This is an optimization exercise on Yosys and OpenROAD, whose aim is small area, a short achievable clock period and few clock cycles per item, not a production implementation.
Only simulation tests tie the RTL to the original design; equivalence was not proved.
Power figures rest on the tool's default switching activity, not on a simulated workload.

Design greedy_first_fit_graph_coloring, start of the top module:
module greedy_first_fit_graph_coloring (
    input  logic                          clk,
    input  logic                          rst_n,
    input  logic                          item_valid,
    output logic                          item_ready,
    input  logic [gffc_pkg::MASK_W-1:0]   item_neighbor_mask,
    input  logic                          item_final_vertex,
    output logic                          result_valid,
    input  logic                          result_ready,
    output logic [gffc_pkg::IDX_W-1:0]    result_vertex_index,
    output logic [gffc_pkg::IDX_W-1:0]    result_assigned_color,
    output logic                          result_graph_done
);
For scale: ~4000 cells after synthesis, about 540 flip-flops, roughly 0.034 mm2 of cells after synthesis.
==> flow/config.mk <==
export PLATFORM = sky130hd
export DESIGN_NAME = greedy_first_fit_graph_coloring
export DESIGN_NICKNAME = greedy_first_fit_graph_coloring
export VERILOG_FILES = /design/flow/design.v
export SDC_FILE = /design/flow/constraint.sdc
export NUM_CORES = 4
export LEC_CHECK = 0
export CAP_MARGIN = 30
export CORE_MARGIN = 2
export CORE_UTILIZATION = 24
export SETUP_SLACK_MARGIN = 3
export SLEW_MARGIN = 30
==> flow/constraint.sdc <==
create_clock -name core_clock -period 6.0 [get_ports {clk}]
set_input_delay 1.2000 -clock core_clock [delete_from_list [all_inputs] [get_ports {clk}]]
set_output_delay 1.2000 -clock core_clock [all_outputs]
set_load 0.01 [all_outputs]
run.sh (not shown) runs the stock make flow with config.mk's settings and CLKGATE_MAP_FILE= SYNTH_SCRIPT=/design/flow/synth_recipe.tcl, a recipe that flattens the netlist after the stock synthesis.
The starting point went through all stages and came out clean.
Testbench counts at the start, summed over its fixed seeds: cycles 24,024, items 24,000.
Change:
==> flow/flow/run.sh (new file) <==
#!/bin/bash
# The standard layout (the standard.sh: standard synthesis and ORFS steps,
# unchanged), with one difference: the buffers ORFS puts on the input and
# output ports are plain buffers (buf_4) instead of the delay cells that
# buffer_ports would otherwise pick.
set -euo pipefail
export BUFFER_PORTS_ARGS="-buffer_cell sky130_fd_sc_hd__buf_4"
bash standard.sh finish > standard_flow.log 2>&1
==> flow/standard.sh (new file) <==
#!/bin/bash
# synth_recipe.tcl (not shown) runs the flow's synth.tcl, then flattens the netlist and writes it again
# the make line also repeats each setting of config.mk as NAME=value (left out here)
make -C /OpenROAD-flow-scripts/flow DESIGN_CONFIG=/design/flow/config.mk WORK_HOME=/design/flow/orfs CLKGATE_MAP_FILE= SYNTH_SCRIPT=/design/flow/synth_recipe.tcl "${@:-finish}"
removed: flow/run.sh
=> The changed run finished clean. Global-route usage is lower by 1.1 points. Worst setup slack got worse by 0.11 ns. Clock skew rose by 0.0073 ns. Hold slack stays flat. Area after synthesis does not change. Via count goes down by 2.1%. Count of clock-buffer cells in the layout drops by 26. Wire length is lower by 2.7%. Core utilization is lower by 0.77 points. Fmax came out lower by 3.3%. Synthesized cell count is unchanged.

* * *

greedy_first_fit_graph_coloring again, from the RTL that the note above started with.
==> flow/design.v (excerpt) <==
module greedy_first_fit_graph_coloring (
    input  logic                          clk,
    input  logic                          rst_n,
    input  logic                          item_valid,
    output logic                          item_ready,
    input  logic [gffc_pkg::MASK_W-1:0]   item_neighbor_mask,
    input  logic                          item_final_vertex,
    output logic                          result_valid,
    input  logic                          result_ready,
    output logic [gffc_pkg::IDX_W-1:0]    result_vertex_index,
    output logic [gffc_pkg::IDX_W-1:0]    result_assigned_color,
    output logic                          result_graph_done
);
clock: 6.0 ns
lec_check: 0
cap_margin: 30
core_margin: 2
core_utilization: 26
setup_slack_margin: 3
slew_margin: 30
standard.sh (not shown) runs the stock make flow with config.mk's settings and CLKGATE_MAP_FILE= SYNTH_SCRIPT=/design/flow/synth_recipe.tcl, a recipe that flattens the netlist after the stock synthesis.
==> flow/flow/run.sh <==
#!/bin/bash
# The standard layout (the standard.sh: standard synthesis and ORFS steps,
# unchanged), with one difference: the buffers ORFS puts on the input and
# output ports are plain buffers (buf_4) instead of the delay cells that
# buffer_ports would otherwise pick.
set -euo pipefail
export BUFFER_PORTS_ARGS="-buffer_cell sky130_fd_sc_hd__buf_4"
bash standard.sh finish > standard_flow.log 2>&1
The starting point finished clean.
Testbench counts at the start, summed over its fixed seeds: cycles 24,024, items 24,000.
Change:
==> flow/run.sh (new file) <==
#!/bin/bash
# synth_recipe.tcl (not shown) runs the flow's synth.tcl, then flattens the netlist and writes it again
# the make line also repeats each setting of config.mk as NAME=value (left out here)
make -C /OpenROAD-flow-scripts/flow DESIGN_CONFIG=/design/flow/config.mk WORK_HOME=/design/flow/orfs CLKGATE_MAP_FILE= SYNTH_SCRIPT=/design/flow/synth_recipe.tcl finish
CORE_UTILIZATION = 24   (was 26)
SETUP_SLACK_MARGIN = 3.4   (was 3)
removed: flow/flow/run.sh
removed: flow/standard.sh
First-iteration DRC count drops by a few percent.
Non-clock buffer count increases by 237.
Critical path depth climbs by 3.
Maximum frequency is higher by roughly a tenth.
Global-route usage came out lower by 0.99 points.
Synthesized cell count is unchanged.
Clock power went down slightly.
Wire length rises by a few percent.
Clock-buffer cell count went up by 8.
Synthesized area is unchanged.
Setup slack improved by 0.32 ns.
Change:
CORE_UTILIZATION = 27   (was 24)
SETUP_SLACK_MARGIN = 3   (was 3.4)
Effect:
- The changed run ran to the end with no violations
- die area came out lower by roughly a tenth
- clock power came out higher by roughly a tenth
- area after synthesis is unchanged
- via count came out lower slightly
- maximum frequency came out lower by roughly a tenth
- cell count came out lower by a few percent

## what the ideal ports hide
Ports are ideal in the flow. The routed layouts listed here were re-timed in OpenROAD.
Step 1, drivers: a clkbuf_16 drives clk and a buf_2 each remaining input, both assumed.
Step 2 also shifts input and output timing later by t, the mid clock arrival at the registers, as if the neighbouring blocks saw the same clock.
Three values: no drivers, after step 1, after step 2; two values: the first two.
run	shift t [ns]	setup WS [ns]	latest minus earliest clock arrival (ns)	worst slew at a driven data input, ns	cell pins on the clock port's net
the first run of note 1	0.748	2.763 / 2.815 / 2.067	0.027 / 0.028	0.07	1
the second run of note 1	0.768	2.652 / 2.706 / 1.937	0.034 / 0.033	0.06	1
the first run of note 2	0.772	2.795 / 2.851 / 2.079	0.031 / 0.031	0.08	1
the second run of note 2	0.756	3.119 / 3.119 / 2.502	0.041 / 0.041	0.07	1
the third run of note 2	0.768	2.781 / 2.822 / 2.065	0.060 / 0.059	0.07	1
After both steps setup and hold are still met in every run listed.
